This is an optimization exercise on Yosys and OpenROAD, whose aim is small area, a short achievable clock period and few clock cycles, not a production implementation. Only simulation tests tie the RTL to the original design; equivalence was not proved.

===== config.mk =====
export PLATFORM = sky130hd
export DESIGN_NAME = viterbi_four_state_tagger_top
export DESIGN_NICKNAME = viterbi_four_state_tagger_top
export VERILOG_FILES = /design/flow/design.v
export SDC_FILE = /design/flow/constraint.sdc
export NUM_CORES = 4
export LEC_CHECK = 0
export ABC_AREA = 1
export CAP_MARGIN = 20
export CORE_MARGIN = 2
export CORE_UTILIZATION = 65
export CTS_BUF_LIST = sky130_fd_sc_hd__clkbuf_8
export PLACE_DENSITY = 0.75
export SLEW_MARGIN = 20
export TNS_END_PERCENT = 20

===== constraint.sdc =====
create_clock -name core_clock -period 15.0 [get_ports {clk}]
set_input_delay 3.0000 -clock core_clock [delete_from_list [all_inputs] [get_ports {clk}]]
set_output_delay 3.0000 -clock core_clock [all_outputs]
set_load 0.01 [all_outputs]

===== design.v =====
package vft_pkg;
	localparam int MAX_LEN_DEF     = 64;
	localparam int SCORE_WIDTH_DEF = 16;
	localparam int NSTATE = 4;
	localparam int PW     = 23;
	typedef struct packed {
		logic [NSTATE-1:0][15:0] start;
		logic [NSTATE-1:0][63:0] trans;
	} vft_cfg_t;
endpackage
module vft_ram (
	input  logic        clk,
	input  logic        we,
	input  logic [5:0]  waddr,    
	input  logic [7:0]  wdata,
	input  logic [2:0]  rrow,
	output logic [63:0] rdata
);
	logic [63:0] mem [8];
	always_ff @(posedge clk) begin
		for (int r = 0; r < 8; r++) begin
			for (int o = 0; o < 8; o++) begin
				if (we && waddr == 6'(8 * r + o)) begin
					mem[r][8*o +: 8] <= wdata;
				end
			end
		end
	end
	assign rdata = mem[rrow];
endmodule
module vft_regs (
	input  logic               clk,
	input  logic               arst_n,
	input  logic               psel,
	input  logic               penable,
	input  logic               pwrite,
	input  logic [5:0]         paddr,
	input  logic [63:0]        pwdata,
	output logic [63:0]        prdata,
	output logic               pready,
	output vft_pkg::vft_cfg_t  cfg
);
	logic [2:0]  widx;
	logic        wr_en;
	logic [63:0] wdata;
	vft_pkg::vft_cfg_t    cfg_q;
	assign pready = 1'b1;
	assign widx   = paddr[5:3];
	assign wr_en  = psel & penable & pwrite;
	assign cfg    = cfg_q;
	assign wdata  = pwdata & {64{arst_n}};
	always_ff @(posedge clk) begin
		for (int i = 0; i < 4; i++) begin
			if (!arst_n || (wr_en && !widx[2] && widx[1:0] == 2'(i))) begin
				cfg_q.start[i] <= wdata[15:0];
			end
			if (!arst_n || (wr_en && widx[2] && widx[1:0] == 2'(i))) begin
				cfg_q.trans[i] <= wdata;
			end
		end
	end
	always_comb begin
		if (!widx[2]) begin
			prdata = 64'(cfg_q.start[widx[1:0]]);
		end else begin
			prdata = cfg_q.trans[widx[1:0]];
		end
	end
endmodule
module vft_ctrl (
	input  logic                          clk,
	input  logic                          arst_n,
	input  logic                          pend,
	input  logic [5:0]                    cnt,
	input  logic                          trunc,
	input  logic                          dir,
	input  logic signed [vft_pkg::PW-1:0] best_score,
	input  logic [1:0]                    best_state,
	output logic                          pick_go,
	output logic                          stall,      
	output logic [2:0]                    bp_rrow,
	input  logic [63:0]                   bp_rdata,
	output logic                          out_valid,
	input  logic                          out_ready,
	output logic [39:0]                   out_data,
	output logic                          out_trunc,
	output logic                          out_last
);
	localparam int PW = vft_pkg::PW;
	logic       busy_q, bdir_q;
	logic [1:0] cur_q, eidx_q;
	logic [2:0] lrow_q, off_q;
	logic [3:0] wrow_q;
	logic [15:0]          tmem [16];
	logic signed [PW-1:0] q_score [4];
	logic                 q_trunc [4];
	logic [5:0]           q_last  [4];
	logic [1:0]           qw_q, qr_q;
	logic [2:0]           qn_q;
	logic [4:0]           urows_q;
	logic [3:0]           wbase_q, orow_q;
	logic [5:0]           pos_q;
	logic                 last_q;     
	logic [3:0] nrows_new, nrows_head;
	logic       can_pick, eng_free;
	logic [1:0] t [8];
	logic [1:0] cur_d;
	logic [15:0] trow;
	logic       head_ok, out_fire, pop;
	logic [15:0] orow_data;
	assign nrows_new  = {1'b0, cnt[5:3]} + 4'd1;
	assign eng_free   = ~busy_q | (lrow_q == 3'd0);
	assign can_pick   = eng_free & (qn_q != 3'd4) & ({1'b0, urows_q} + {2'b0, nrows_new} <= 6'd16);
	assign pick_go    = pend & can_pick;
	assign stall      = pend & ~can_pick;
	assign bp_rrow = lrow_q ^ {3{bdir_q}};
	always_comb begin
		t[7] = cur_q;
		for (int o = 6; o >= 0; o--) begin
			if (off_q == 3'(o)) begin
				t[o] = cur_q;
			end else begin
				t[o] = bp_rdata[8*(o+1) + 2*t[o+1] +: 2];
			end
		end
		cur_d = bp_rdata[2*t[0] +: 2];
		for (int o = 0; o < 8; o++) begin
			trow[2*o +: 2] = t[o];
		end
	end
	always_ff @(posedge clk) begin
		if (busy_q) begin
			tmem[wrow_q] <= trow;
		end
		if (pick_go) begin
			q_score[qw_q] <= best_score;
			q_trunc[qw_q] <= trunc;
			q_last[qw_q]  <= cnt;
		end
	end
	assign head_ok    = (qn_q != 3'd0) & ~(busy_q & (eidx_q == qr_q));
	assign out_valid  = head_ok;
	assign out_fire   = head_ok & out_ready;
	assign out_last   = last_q;
	assign pop        = out_fire & out_last;
	assign nrows_head = {1'b0, q_last[qr_q][5:3]} + 4'd1;
	assign orow_data  = tmem[orow_q];
	assign out_data   = {32'($signed(q_score[qr_q])), pos_q, orow_data[2*pos_q[2:0] +: 2]};
	assign out_trunc  = q_trunc[qr_q];
	logic [5:0] pos_d;
	logic [1:0] qr_d;
	logic [5:0] last_d;
	always_comb begin
		pos_d  = out_fire ? (pop ? 6'd0 : pos_q + 6'd1) : pos_q;
		qr_d   = pop ? qr_q + 2'd1 : qr_q;
		last_d = (pick_go && qw_q == qr_d) ? cnt : q_last[qr_d];
	end
	always_ff @(posedge clk or negedge arst_n) begin
		if (!arst_n) begin
			last_q <= 1'b0;
		end else begin
			last_q <= (pos_d == last_d);
		end
	end
	always_ff @(posedge clk or negedge arst_n) begin
		if (!arst_n) begin
			busy_q  <= 1'b0;
			bdir_q  <= 1'b0;
			cur_q   <= '0;
			eidx_q  <= '0;
			lrow_q  <= '0;
			off_q   <= '0;
			wrow_q  <= '0;
			qw_q    <= '0;
			qr_q    <= '0;
			qn_q    <= '0;
			urows_q <= '0;
			wbase_q <= '0;
			orow_q  <= '0;
			pos_q   <= '0;
		end else begin
			if (busy_q) begin
				cur_q  <= cur_d;
				off_q  <= 3'd7;
				lrow_q <= lrow_q - 3'd1;
				wrow_q <= wrow_q - 4'd1;
				if (lrow_q == 3'd0) begin
					busy_q <= 1'b0;
				end
			end
			if (pick_go) begin
				busy_q  <= 1'b1;
				bdir_q  <= ~dir;
				cur_q   <= best_state;
				eidx_q  <= qw_q;
				lrow_q  <= cnt[5:3];
				off_q   <= cnt[2:0];
				wrow_q  <= wbase_q + {1'b0, cnt[5:3]};
				wbase_q <= wbase_q + nrows_new;
				qw_q    <= qw_q + 2'd1;
			end
			if (out_fire) begin
				pos_q <= pop ? 6'd0 : pos_q + 6'd1;
				if (pop || pos_q[2:0] == 3'd7) begin
					orow_q <= orow_q + 4'd1;
				end
			end
			if (pop) begin
				qr_q <= qr_q + 2'd1;
			end
			qn_q    <= qn_q + {2'b0, pick_go} - {2'b0, pop};
			urows_q <= urows_q + (pick_go ? {1'b0, nrows_new} : 5'd0) - (pop ? {1'b0, nrows_head} : 5'd0);
		end
	end
endmodule
module vft_dp (
	input  logic                   clk,
	input  logic                   arst_n,
	input  vft_pkg::vft_cfg_t      cfg,
	input  logic                   fire,       
	input  logic [63:0]            in_data,
	input  logic                   in_first,
	input  logic                   in_last,
	input  logic                   pick_go,    
	output logic                   pend,       
	output logic [5:0]             cnt,        
	output logic                   trunc,
	output logic                   dir,        
	output logic signed [vft_pkg::PW-1:0] best_score,
	output logic [1:0]             best_state,
	output logic                   bp_we,
	output logic [5:0]             bp_waddr,
	output logic [7:0]             bp_wdata
);
	localparam int PW = vft_pkg::PW;
	logic signed [PW-1:0] path_q [4];
	logic                 open_q, trunc_q, dir_q, pend_q;
	logic [5:0]           cnt_q;
	logic signed [PW-1:0] s    [4][4];    
	logic signed [PW-1:0] mx   [4];
	logic [1:0]           px   [4];
	logic                 g01 [4], g02 [4], g03 [4], g12 [4], g13 [4], g23 [4];
	logic [3:0]           w    [4];
	logic signed [PW-1:0] tv, ev, cs_s, cs_c;
	logic signed [PW-1:0] nxt  [4];
	logic                 init, drop, acs;
	logic [5:0]           wpos;
	logic                 bp_we_q;
	logic [5:0]           bp_waddr_q;
	logic [7:0]           bp_wdata_q;
	function automatic logic gt19(input logic [PW-1:0] a, input logic [PW-1:0] b);
		logic [18:0] d;
		d    = b[18:0] - a[18:0];
		gt19 = d[18];
	endfunction
	assign init = in_first | ~open_q;
	assign drop = ~init & (cnt_q == 6'd63);
	assign acs  = ~init & ~drop;
	always_comb begin
		for (int j = 0; j < 4; j++) begin
			for (int k = 0; k < 4; k++) begin
				tv       = PW'($signed(cfg.trans[k][16*j +: 16] & {16{~(pend_q && j == 0)}}));
				ev       = PW'($signed(in_data[16*j +: 16] & {16{~(pend_q && j == 0)}}));
				cs_s     = path_q[k] ^ tv ^ ev;
				cs_c     = (path_q[k] & tv) | (path_q[k] & ev) | (tv & ev);
				s[j][k]  = cs_s + {cs_c[PW-2:0], 1'b0};
			end
			g01[j] = gt19(s[j][1], s[j][0]);
			g02[j] = gt19(s[j][2], s[j][0]);
			g03[j] = gt19(s[j][3], s[j][0]);
			g12[j] = gt19(s[j][2], s[j][1]);
			g13[j] = gt19(s[j][3], s[j][1]);
			g23[j] = gt19(s[j][3], s[j][2]);
			w[j][0] = ~g01[j] & ~g02[j] & ~g03[j];
			w[j][1] =  g01[j] & ~g12[j] & ~g13[j];
			w[j][2] =  g02[j] &  g12[j] & ~g23[j];
			w[j][3] =  g03[j] &  g13[j] &  g23[j];
			px[j] = {w[j][2] | w[j][3], w[j][1] | w[j][3]};
			mx[j] = ({PW{w[j][0]}} & s[j][0]) | ({PW{w[j][1]}} & s[j][1])
			      | ({PW{w[j][2]}} & s[j][2]) | ({PW{w[j][3]}} & s[j][3]);
			nxt[j]  = init ? PW'($signed(cfg.start[j])) + PW'($signed(in_data[16*j +: 16])) : mx[j];
		end
	end
	always_ff @(posedge clk) begin
		if (fire && !drop) begin
			for (int j = 0; j < 4; j++) begin
				path_q[j] <= nxt[j];
			end
		end
	end
	always_ff @(posedge clk or negedge arst_n) begin
		if (!arst_n) begin
			open_q  <= 1'b0;
			cnt_q   <= '0;
			trunc_q <= 1'b0;
			dir_q   <= 1'b0;
			pend_q  <= 1'b0;
		end else begin
			if (pick_go) begin
				pend_q <= 1'b0;
			end
			if (fire) begin
				open_q <= ~in_last;
				if (init) begin
					cnt_q   <= '0;
					trunc_q <= 1'b0;
				end else if (drop) begin
					trunc_q <= 1'b1;
				end else begin
					cnt_q <= cnt_q + 6'd1;
				end
				if (in_last) begin
					pend_q <= 1'b1;
					dir_q  <= ~dir_q;
				end
			end
		end
	end
	assign wpos = cnt_q + 6'd1;
	always_ff @(posedge clk or negedge arst_n) begin
		if (!arst_n) begin
			bp_we_q <= 1'b0;
		end else begin
			bp_we_q <= fire & acs;
		end
	end
	always_ff @(posedge clk) begin
		if (fire && acs) begin
			bp_waddr_q <= {wpos[5:3] ^ {3{dir_q}}, wpos[2:0]};
			bp_wdata_q <= {px[3], px[2], px[1], px[0]};
		end
	end
	assign bp_we    = bp_we_q;
	assign bp_waddr = bp_waddr_q;
	assign bp_wdata = bp_wdata_q;
	assign pend       = pend_q;
	assign cnt        = cnt_q;
	assign trunc      = trunc_q;
	assign dir        = dir_q;
	assign best_score = mx[0];
	assign best_state = px[0];
endmodule
module viterbi_four_state_tagger_top #(
	parameter int MAX_LEN     = vft_pkg::MAX_LEN_DEF,
	parameter int SCORE_WIDTH = vft_pkg::SCORE_WIDTH_DEF
) (
	input  logic        clk,
	input  logic        arst_n,
	input  logic        s_tvalid,
	output logic        s_tready,
	input  logic [63:0] s_tdata,    
	input  logic        s_tuser,    
	input  logic        s_tlast,    
	output logic        m_tvalid,
	input  logic        m_tready,
	output logic [39:0] m_tdata,    
	output logic        m_tuser,    
	output logic        m_tlast,    
	input  logic        psel,
	input  logic        penable,
	input  logic        pwrite,
	input  logic [5:0]  paddr,
	input  logic [63:0] pwdata,
	output logic [63:0] prdata,
	output logic        pready
);
	vft_pkg::vft_cfg_t cfg;
	logic                          pend, trunc, dir, pick_go, bp_we, stall;
	logic                          in_v_q, in_first_q, in_last_q;
	logic [63:0]                   in_data_q;
	logic                          proc;
	logic [5:0]                    cnt, bp_waddr;
	logic [7:0]                    bp_wdata;
	logic [2:0]                    bp_rrow;
	logic [63:0]                   bp_rdata;
	logic signed [vft_pkg::PW-1:0] best_score;
	logic [1:0]                    best_state;
	vft_regs u_regs (
		.clk     (clk),
		.arst_n  (arst_n),
		.psel    (psel),
		.penable (penable),
		.pwrite  (pwrite),
		.paddr   (paddr),
		.pwdata  (pwdata),
		.prdata  (prdata),
		.pready  (pready),
		.cfg     (cfg)
	);
	assign proc     = in_v_q & ~stall;
	assign s_tready = ~in_v_q | ~stall;
	always_ff @(posedge clk or negedge arst_n) begin
		if (!arst_n) begin
			in_v_q <= 1'b0;
		end else if (s_tready) begin
			in_v_q <= s_tvalid;
		end
	end
	always_ff @(posedge clk) begin
		if (s_tready && s_tvalid) begin
			in_data_q  <= s_tdata;
			in_first_q <= s_tuser;
			in_last_q  <= s_tlast;
		end
	end
	vft_dp u_dp (
		.clk        (clk),
		.arst_n     (arst_n),
		.cfg        (cfg),
		.fire       (proc),
		.in_data    (in_data_q),
		.in_first   (in_first_q),
		.in_last    (in_last_q),
		.pick_go    (pick_go),
		.pend       (pend),
		.cnt        (cnt),
		.trunc      (trunc),
		.dir        (dir),
		.best_score (best_score),
		.best_state (best_state),
		.bp_we      (bp_we),
		.bp_waddr   (bp_waddr),
		.bp_wdata   (bp_wdata)
	);
	vft_ram u_bp (
		.clk   (clk),
		.we    (bp_we),
		.waddr (bp_waddr),
		.wdata (bp_wdata),
		.rrow  (bp_rrow),
		.rdata (bp_rdata)
	);
	vft_ctrl u_ctrl (
		.clk        (clk),
		.arst_n     (arst_n),
		.pend       (pend),
		.cnt        (cnt),
		.trunc      (trunc),
		.dir        (dir),
		.best_score (best_score),
		.best_state (best_state),
		.pick_go    (pick_go),
		.stall      (stall),
		.bp_rrow    (bp_rrow),
		.bp_rdata   (bp_rdata),
		.out_valid  (m_tvalid),
		.out_ready  (m_tready),
		.out_data   (m_tdata),
		.out_trunc  (m_tuser),
		.out_last   (m_tlast)
	);
endmodule

===== flow/run.sh =====
#!/bin/bash
# Layout: the standard flow (standard synthesis, floorplan, placement, CTS, routing,
# finish) with two changes to how the layout is made:
#  - every input and output port still gets its own buffer, but a plain buf_4 instead of the
#    default delay-cell buffer;
#  - the timing repair aims at a setup slack of 10 ns instead of 0, so that the worst paths get
#    repaired well below the clock period.
# The clock period and constraints are the design's. make's full output goes to
# flow_make.log here; ORFS writes each step's log under orfs/logs/.
set -euo pipefail
bash standard.sh SETUP_SLACK_MARGIN=10 "BUFFER_PORTS_ARGS=-buffer_cell sky130_fd_sc_hd__buf_4" finish > flow_make.log 2>&1

===== standard.sh =====
#!/bin/bash
# synth_recipe.tcl (not shown) runs the flow's synth.tcl, then flattens the netlist and writes it again
# the make line also repeats each setting of config.mk as NAME=value (left out here)
make -C /OpenROAD-flow-scripts/flow DESIGN_CONFIG=/design/flow/config.mk WORK_HOME=/design/flow/orfs CLKGATE_MAP_FILE= SYNTH_SCRIPT=/design/flow/synth_recipe.tcl "${@:-finish}"

==> results of run 1 <==
-- stage by stage --
stage | instances | utilization [%]
finish | 11100 | 80.1
CTS | 10800 | 75.8
global placement | 10200 | 68.6
floorplan | 8321 | -
detailed placement | 10200 | 68.6
global route | 11100 | 80.1
-- placed cells by master, fill, tap and decap left out, types with 22 or more instances in the layout --
master	netlist	routed
sky130_fd_sc_hd__a21o_1	49	49
sky130_fd_sc_hd__a21oi_1	705	585
sky130_fd_sc_hd__a21oi_2	3	106
sky130_fd_sc_hd__a22oi_1	264	220
sky130_fd_sc_hd__a22oi_2	0	44
sky130_fd_sc_hd__a31oi_1	37	26
sky130_fd_sc_hd__a41oi_1	42	41
sky130_fd_sc_hd__buf_12	0	72
sky130_fd_sc_hd__buf_4	12	632
sky130_fd_sc_hd__buf_6	5	88
sky130_fd_sc_hd__clkbuf_8	0	236
sky130_fd_sc_hd__clkinv_1	9	39
sky130_fd_sc_hd__clkinv_2	0	25
sky130_fd_sc_hd__clkinvlp_4	0	23
sky130_fd_sc_hd__dfrtp_1	55	51
sky130_fd_sc_hd__edfxtp_1	1380	1380
sky130_fd_sc_hd__fa_1	380	363
sky130_fd_sc_hd__ha_1	842	798
sky130_fd_sc_hd__ha_4	0	32
sky130_fd_sc_hd__inv_1	755	765
sky130_fd_sc_hd__inv_2	9	35
sky130_fd_sc_hd__nand2_1	1134	1031
sky130_fd_sc_hd__nand2_2	16	72
sky130_fd_sc_hd__nand2_4	4	42
sky130_fd_sc_hd__nand3_1	283	243
sky130_fd_sc_hd__nand3_2	16	41
sky130_fd_sc_hd__nand4_1	122	122
sky130_fd_sc_hd__nor2_1	606	570
sky130_fd_sc_hd__nor2_2	0	22
sky130_fd_sc_hd__o211ai_1	24	24
sky130_fd_sc_hd__o21ai_0	445	317
sky130_fd_sc_hd__o21ai_1	6	69
sky130_fd_sc_hd__o21ai_2	1	54
sky130_fd_sc_hd__o21bai_1	29	24
sky130_fd_sc_hd__o221ai_1	106	83
sky130_fd_sc_hd__o22ai_1	78	71
sky130_fd_sc_hd__xnor2_1	157	136
sky130_fd_sc_hd__xor2_1	306	236
sky130_fd_sc_hd__xor2_2	0	53
-- worst max-delay path, stage by stage --
cell	delay [ns]
sky130_fd_sc_hd__buf_12	0.12
sky130_fd_sc_hd__nor2_4	0.14
sky130_fd_sc_hd__buf_12	0.18
sky130_fd_sc_hd__clkinvlp_4	0.23
sky130_fd_sc_hd__nor2_2	0.21
sky130_fd_sc_hd__a2111oi_4	0.07
sky130_fd_sc_hd__a31oi_2	0.27
sky130_fd_sc_hd__buf_4	0.19
-- final cells by class --
| type | instances | area (um2) |
|---|---|---|
| clock inverter | 166 | 1470 |
| sequential | 1435 | 42800 |
| fill | 8000 | 27400 |
| multi-input combinational | 5866 | 48400 |
| timing repair buffer | 855 | 8820 |
| antenna | 4 | 10.0 |
| inverter | 773 | 3150 |
| clock buffer | 236 | 3250 |
| tap | 1794 | 2240 |
| timing repair inverter | 8 | 63.8 |
-- cells by family after synthesis --
group / count (synthesis) / synth area share [%]
simple gates: 2240 / 10.5
compound gates: 1937 / 13.1
flops: 1435 / 47.4
fa+ha+maj: 1222 / 20.1
buf+inv: 1023 / 4.37
xor+xnor: 463 / 4.49
other cells: 1 / 0.00415
-- registers in the layout, summed over array words and instances, names as in the netlist, 5 cells and up --
signal	cells
u_dp.bp_waddr_q	6
u_dp.cnt_q	6
u_bp.mem	512
u_dp.path_q	92
u_ctrl.tmem	256
in_data_q	64
u_ctrl.pos_q	6
u_ctrl.q_score	92
u_regs.cfg_q	320
u_ctrl.q_last	24
u_dp.bp_wdata_q	8
u_ctrl.urows_q	5
-- routing by layer --
layer  routed length (um)  global-route usage [%]  vias up
li1                     -                       -    31700
met3                46000                    11.9     1071
met4                19900                    20.6        4
met1               113000                    57.6    35600
met2               131000                    59.2     5257
met5                   27                       0        -
-- path summary, 6_finish.rpt --
| check | startpoint | endpoint | slack [ns] | cells past startpoint |
|---|---|---|---|---|
| setup / recovery | paddr[4] | prdata[12] | 7.56 | 8 |
| hold / removal | u_dp.open_q$_DFFE_PN0P_ | u_dp.open_q$_DFFE_PN0P_ | 0.49 | 1 |
| setup reg to reg | u_dp.pend_q$_DFF_PN0_ | u_dp.path_q[0][17]$_DFFE_PP_ | 7.97 | 36 |
| hold reg to reg | u_dp.open_q$_DFFE_PN0P_ | u_dp.open_q$_DFFE_PN0P_ | 0.49 | 1 |
| max in group asynchronous | arst_n | u_ctrl.orow_q[0]$_DFFE_PN0P_ | 12.01 | 2 |
| min in group asynchronous | arst_n | u_ctrl.pos_q[1]$_DFF_PN0_ | 1.87 | 1 |
-- repair_timing --
item,in CTS,in global routing
setup buffers,208,262
gates resized for setup,503,736
endpoints found under the hold margin,0,0
pin swaps,111,213
endpoints found under the setup margin,501,408
gates cloned,35,24
==> qor.csv, run 1 <==
stage;metric;value;unit
yosys;syn-cell-area;90300;um2
sta;unrepaired_setup_endpoints_after_global_routing;true;
global_routing;grt_total_usage;41.3;%
floorplan;die_w;377;um
worst_hold_path;min-delay-path-class;reg2reg;
layout;area_growth_syn_to_layout;22.1;%
run_status;run_status;no timing/DRC/antenna violations;
global_routing;grt_antenna_before_repair;8;
route;post_drt_via_cell_ratio;6.61;
yosys;synth_top_area_share;45.9;%
yosys;ff_latch_count_synth;1435;
sta;hold_slack;0.490;ns
clock_network;cts.sink_count;1435;
route;wl_per_cell;27.8;um
route;drt_iter0_drc;9862;
clock_network;clock_tree.root_cell;sky130_fd_sc_hd__clkbuf_8;
sta;final_max_slew_violation_count;0;
worst_setup_path;setup.worst_path.class;in2out;
sta;layout_setup_ws;7.56;ns
floorplan;placeableCoreArea;138000;um2
clock_network;h-tree-depth;4;
worst_setup_path;worst_ep_arrival_time;4.44;ns
place;place.gp.congestion;1.02;
yosys;yosys.cell_count.top_type;sky130_fd_sc_hd__edfxtp_1;
yosys;ys_types;64;
sta;timing.setup.tns;0;ns
place;placed_area;94500;um2
route;drtPass1Iterations;7;
yosys;yosysTopAreaCell;sky130_fd_sc_hd__edfxtp_1;
yosys;netlist_instances;8321;
global_routing;grt_first_pass_wirelength;431000;um
yosys;postSynth.topFlopCell;sky130_fd_sc_hd__edfxtp_1;
global_routing;global_route_overflow;0;
sta;finClkSkew;0.0974;ns
sta;finalCritPeriodShare;49.6;%
yosys;synth_edf_count;1380;
yosys;synthTopCellsByCount;sky130_fd_sc_hd__edfxtp_1, sky130_fd_sc_hd__nand2_1, sky130_fd_sc_hd__ha_1;
sta;finalSetupViolations;0;
sta;min_period;7.44;ns
worst_setup_path;timing.critical_path.to_type;primary output;
yosys;synthArstFlopShare;3.83;%
route;finalWirelength;310000;um
route;detailroute.via_count;73700;
place;dp_slack;6.16;ns
global_routing;grt_max_degree;105;
clock_network;ctsHoldBuffers;0;
yosys;ys_warn_count;19;
clock_network;total_clock_buffers_created_by_cts;223;
sta;worstMarginPinSlew;1.18;ns
worst_setup_path;critical_path.startpoint_type;primary input;
layout;design.final.nets;10500;
sta;max_clock_freq;134;MHz
floorplan;floorplan.initialDensity;65.6;%
floorplan;design.die.area;142000;um2
floorplan;die-height;377;um
clock_network;worst_skew_pair.late_latency;1.02;ns
yosys;seq_area_frac_synth;47.4;%
clock_network;cts-root-to-sink-buffers;3;
floorplan;floorplan.rows;136;
floorplan;pin_count;252;
sta;slew-limit-headroom;21.3;%
place;numPortBuffers;247;
clock_network;tritoncts;done;
yosys;synth_nets;9686;
global_routing;via_count_of_the_first_global_routing_pass;70700;
job;cap_viol_max_count;0;
yosys;post_synth_main_area_contributors;sky130_fd_sc_hd__edfxtp_1, sky130_fd_sc_hd__ha_1, sky130_fd_sc_hd__fa_1;
route;drcViolationCount;0;
route;antenna_left;0;
layout;stdcell_area;110000;um2
layout;ratio_of_cells_with_drive_above_1_in_the_final_layout;21.3;%
place;detailed_place_hpwl;201000;um
worst_setup_path;worst-path-max-fanout;6;
yosys;post_synth.cell_area_avg;10.8;um2
clock_network;clk_pin_slew_worst_setup_hold_paths;0.06;ns
sta;timing_hold_violations_final;0;
worst_setup_path;critPathRequiredTime;12.00;ns
Testbench counts, summed over its fixed seeds: cycles 13,608.
==> run 2: changes to the inputs <==
--- a/design.v
+++ b/design.v
@@ -241,4 +241,4 @@
 	logic [1:0]           px   [4];
-	logic                 g01 [4], g02 [4], g03 [4], g12 [4], g13 [4], g23 [4];
-	logic [3:0]           w    [4];
+	logic signed [PW-1:0] m01  [4], m23 [4];
+	logic [1:0]           p01  [4], p23 [4];
 	logic signed [PW-1:0] tv, ev, cs_s, cs_c;
@@ -267,15 +267,23 @@
 			end
-			g01[j] = gt19(s[j][1], s[j][0]);
-			g02[j] = gt19(s[j][2], s[j][0]);
-			g03[j] = gt19(s[j][3], s[j][0]);
-			g12[j] = gt19(s[j][2], s[j][1]);
-			g13[j] = gt19(s[j][3], s[j][1]);
-			g23[j] = gt19(s[j][3], s[j][2]);
-			w[j][0] = ~g01[j] & ~g02[j] & ~g03[j];
-			w[j][1] =  g01[j] & ~g12[j] & ~g13[j];
-			w[j][2] =  g02[j] &  g12[j] & ~g23[j];
-			w[j][3] =  g03[j] &  g13[j] &  g23[j];
-			px[j] = {w[j][2] | w[j][3], w[j][1] | w[j][3]};
-			mx[j] = ({PW{w[j][0]}} & s[j][0]) | ({PW{w[j][1]}} & s[j][1])
-			      | ({PW{w[j][2]}} & s[j][2]) | ({PW{w[j][3]}} & s[j][3]);
+			if (gt19(s[j][1], s[j][0])) begin
+				m01[j] = s[j][1];
+				p01[j] = 2'd1;
+			end else begin
+				m01[j] = s[j][0];
+				p01[j] = 2'd0;
+			end
+			if (gt19(s[j][3], s[j][2])) begin
+				m23[j] = s[j][3];
+				p23[j] = 2'd3;
+			end else begin
+				m23[j] = s[j][2];
+				p23[j] = 2'd2;
+			end
+			if (gt19(m23[j], m01[j])) begin
+				mx[j] = m23[j];
+				px[j] = p23[j];
+			end else begin
+				mx[j] = m01[j];
+				px[j] = p01[j];
+			end
 			nxt[j]  = init ? PW'($signed(cfg.start[j])) + PW'($signed(in_data[16*j +: 16])) : mx[j];
==> run 2 against run 1 <==
Compared with the run above:
- still clean on timing, DRC and antenna
- clock skew fell by 0.022 ns
- first-iteration DRC count fell by 4.7%
- via count fell by 5.7%
- worst hold slack improved by 0.0091 ns
- sequential share of layout area rose by 2.2 points
- die area fell by 4.1%
- area after synthesis fell by 4.1%
- global-route usage fell by 0.98 points
- non-clock buffer count fell by 89
- final cell count fell by 3.5%
==> qor.csv, run 2 <==
stage;metric;value;unit
route;wl_per_cell;26.2;um
layout;layout.cells.most_common;sky130_fd_sc_hd__edfxtp_1;
yosys;post_synth_main_area_contributors;sky130_fd_sc_hd__edfxtp_1, sky130_fd_sc_hd__ha_1, sky130_fd_sc_hd__fa_1;
worst_setup_path;critical_path.startpoint_type;flip-flop;
clock_network;h-tree-depth;4;
global_routing;global_route.usage.met1;54.7;%
clock_network;tritoncts;done;
yosys;syn-cell-area;86500;um2
yosys;synth_edf_count;1380;
yosys;yosys.cell_count.top_type;sky130_fd_sc_hd__edfxtp_1;
clock_network;ctsHoldBuffers;0;
yosys;synthArstFlopShare;3.83;%
layout;final_cell_mix;sky130_fd_sc_hd__edfxtp_1, sky130_fd_sc_hd__nand2_1, sky130_fd_sc_hd__inv_1;
layout;registers.top_by_ff_count;u_bp.mem;
layout;ratio_of_cells_with_drive_above_1_in_the_final_layout;20.3;%
place;numPortBuffers;247;
route;drcViolationCount;0;
clock_network;clock_tree.root_cell;sky130_fd_sc_hd__clkbuf_8;
floorplan;die-height;369;um
yosys;synthTopCellsByCount;sky130_fd_sc_hd__edfxtp_1, sky130_fd_sc_hd__nand2_1, sky130_fd_sc_hd__ha_1;
place;detailed_place_hpwl;181000;um
global_routing;grt_first_pass_wirelength;403000;um
layout;design.final.nets;9944;
global_routing;grt_total_usage;40.3;%
route;detailroute.via_count;69400;
clock_network;total_clock_buffers_created_by_cts;224;
sta;unrepaired_setup_endpoints_after_global_routing;true;
sta;min_period;7.96;ns
yosys;ys_warn_count;16;
place;place.gp.congestion;0.976;
sta;finalCritPeriodShare;53.1;%
worst_setup_path;critPathRequiredTime;15.75;ns
floorplan;floorplan.initialDensity;65.7;%
global_routing;via_count_of_the_first_global_routing_pass;67200;
worst_setup_path;timing.critical_path.to_type;flip-flop;
clock_network;cts-root-to-sink-buffers;3;
yosys;ff_latch_count_synth;1435;
yosys;postSynth.topFlopCell;sky130_fd_sc_hd__edfxtp_1;
run_status;run_status;no timing/DRC/antenna violations;
sta;slew-limit-headroom;14.0;%
floorplan;floorplan.rows;133;
route;post_drt_via_cell_ratio;6.46;
route;finalWirelength;281000;um
sta;hold_slack;0.499;ns
global_routing;grt_busiest_layer;met2;
global_routing;met3_resource_use_gr;12.9;%
yosys;yosysTopAreaCell;sky130_fd_sc_hd__edfxtp_1;
sta;finalSetupViolations;0;
global_routing;global_route_overflow;0;
global_routing;grt_max_degree;100;
layout;final_core_util;79.1;%
sta;final_max_slew_violation_count;0;
clock_network;clk_pin_slew_worst_setup_hold_paths;0.06;ns
layout;largest_register_ffs;512;
clock_network;cts.sink_count;1435;
job;cap_viol_max_count;0;
worst_setup_path;critical_path_max_stage_delay;0.57;ns
worst_setup_path;worst-path-max-fanout;18;
sta;finClkSkew;0.0759;ns
route;drtPass1Iterations;9;
yosys;synth_nets;9205;
route;antenna_left;0;
yosys;seq_area_frac_synth;49.5;%
route;drt_iter0_drc;9400;
floorplan;die_w;369;um
floorplan;design.die.area;136000;um2
global_routing;grt_antenna_before_repair;15;
worst_setup_path;worst_ep_arrival_time;8.71;ns
worst_setup_path;setup.worst_path.class;reg2reg;
yosys;netlist_instances;8049;
worst_setup_path;crit_path_frequent_cell;sky130_fd_sc_hd__nand2_1;
sta;timing.setup.tns;0;ns
sta;max_clock_freq;126;MHz
floorplan;pin_count;252;
layout;area_growth_syn_to_layout;20.4;%
sta;worstMarginPinSlew;1.28;ns
worst_setup_path;timing.critical_path.slowest_stage_cell;sky130_fd_sc_hd__fa_1;
yosys;post_synth.cell_area_avg;10.8;um2
worst_hold_path;min-delay-path-class;reg2reg;
floorplan;placeableCoreArea;132000;um2
clock_network;worst_skew_pair.late_latency;1.03;ns
global_routing;grt_util_met2;59.8;%
yosys;synth_top_area_share;47.9;%
yosys;ys_types;64;
sta;timing_hold_violations_final;0;
run 2: cell types whose count changed after synthesis, moves of 29 or more:
cell and delta:
sky130_fd_sc_hd__a22oi_1 -42, sky130_fd_sc_hd__o21ai_0 +191, sky130_fd_sc_hd__xnor2_1 +50, sky130_fd_sc_hd__xor2_1 -74, sky130_fd_sc_hd__nand4_1 -58, sky130_fd_sc_hd__ha_1 -197
sky130_fd_sc_hd__a21oi_1 -116, sky130_fd_sc_hd__a2111oi_0 -34, sky130_fd_sc_hd__nand3_1 -29, sky130_fd_sc_hd__o21ai_1 +31, sky130_fd_sc_hd__inv_1 -168, sky130_fd_sc_hd__nand2_1 +217
sky130_fd_sc_hd__o221ai_1 -46, sky130_fd_sc_hd__o211ai_1 +39
run 2: logic make-up (layout without fill, tap and decap cells):
kind of cell,count (synthesis),in the layout,share of synthesized area [%]
DFF,1435,1435,49.5
xor gates and xnor gates,440,440,4.47
adders and majority gates,1013,1013,17.8
AOI/OAI and AO/OA,1907,1907,13.0
muxes,3,3,0.0376
other,1,14,0.00433
buffers and inverters,887,1815,4.00
and+or+nand+nor,2363,2370,11.1
run 2: worst max-delay path: cells and delay by family (launching register included):
family / cells / cell delay, ns
AOI/OAI and AO/OA: 11 / 1.85
xor gates and xnor gates: 2 / 0.34
DFF: 1 / 0.55
and+or+nand+nor: 16 / 2.06
buffers and inverters: 10 / 1.28
adders and majority gates: 4 / 1.57
run 2: metrics by stage:
step	area, um2	worst slack (ns)	std cells
2_1_floorplan	87300	8.24	8049
3_3_place_gp	90800	5.63	9876
3_5_place_dp	90800	5.48	9876
4_1_cts	102000	7.30	10600
5_1_grt	104000	6.90	10700
6_report	104000	7.04	10800
run 2: per-layer routing:
metal / vias up / wire (um)
met4: 2 / 14800
met3: 839 / 41300
met5: - / 12
met1: 33700 / 103000
met2: 4600 / 122000
li1: 30300 / -
run 2: cell type report:
type | instances | area, um2
antenna | 13 | 32.5
tap | 1755 | 2200
multi-input combinational | 5734 | 44100
sequential | 1435 | 42800
clock inverter | 184 | 1370
inverter | 608 | 2530
timing repair buffer | 766 | 7690
timing repair inverter | 19 | 210
clock buffer | 238 | 3280
fill | 7951 | 27600
run 2: final timing paths:
check,start,slack (ns),cells after the start,to
setup reg to reg,u_dp.pend_q$_DFF_PN0_,7.04,43,u_ctrl.q_score[0][0]$_DFFE_PP_
max in group asynchronous,arst_n,11.47,3,u_dp.cnt_q[0]$_DFFE_PN0P_
min in group asynchronous,arst_n,1.92,1,u_ctrl.orow_q[3]$_DFFE_PN0P_
setup / recovery,u_dp.pend_q$_DFF_PN0_,7.04,43,u_ctrl.q_score[0][0]$_DFFE_PP_
hold reg to reg,u_ctrl.wbase_q[3]$_DFFE_PN0P_,0.50,1,u_ctrl.wbase_q[3]$_DFFE_PN0P_
hold / removal,u_ctrl.wbase_q[3]$_DFFE_PN0P_,0.50,1,u_ctrl.wbase_q[3]$_DFFE_PN0P_
run 2: repair_timing:
action / in CTS / in global routing
gates resized for setup: 781 / 302
gates cloned: 58 / 8
setup endpoints to repair: 501 / 434
pin swaps: 230 / 169
buffers inserted: 290 / 84
Testbench counts of run 2, summed over its fixed seeds: cycles 13,608.

## re-timing with driven ports
The flow's constraints put no driver on any port. The routed layouts listed below were extracted and timed again, unchanged, in two steps. Step 1 sets driving cells, clkbuf_16 on the clock port and buf_2 on the other inputs (assumed; they add their load-dependent delay and slew). Step 2, shift: input delay + t, output delay - t, t = (earliest + latest rising clock arrival at the registers) / 2. This alone moves slack from input paths to output paths. Slacks: ideal ports / drivers / drivers and shift; pairs: ideal ports / drivers.
run	shift t [ns]	setup slack, ns	clock arrival spread, ns	slew at the worst register clock pin (ns)
run 1	1.056	7.562 / 7.512 / 7.512	0.103 / 0.103	0.08 / 0.08
run 2	1.066	7.038 / 7.038 / 7.038	0.077 / 0.076	0.07 / 0.07
After both steps setup and hold are still met in every run listed. For run 1, which loses most, drivers alone change the setup slack by -0.050 ns; drivers and shift together by -0.050 ns.
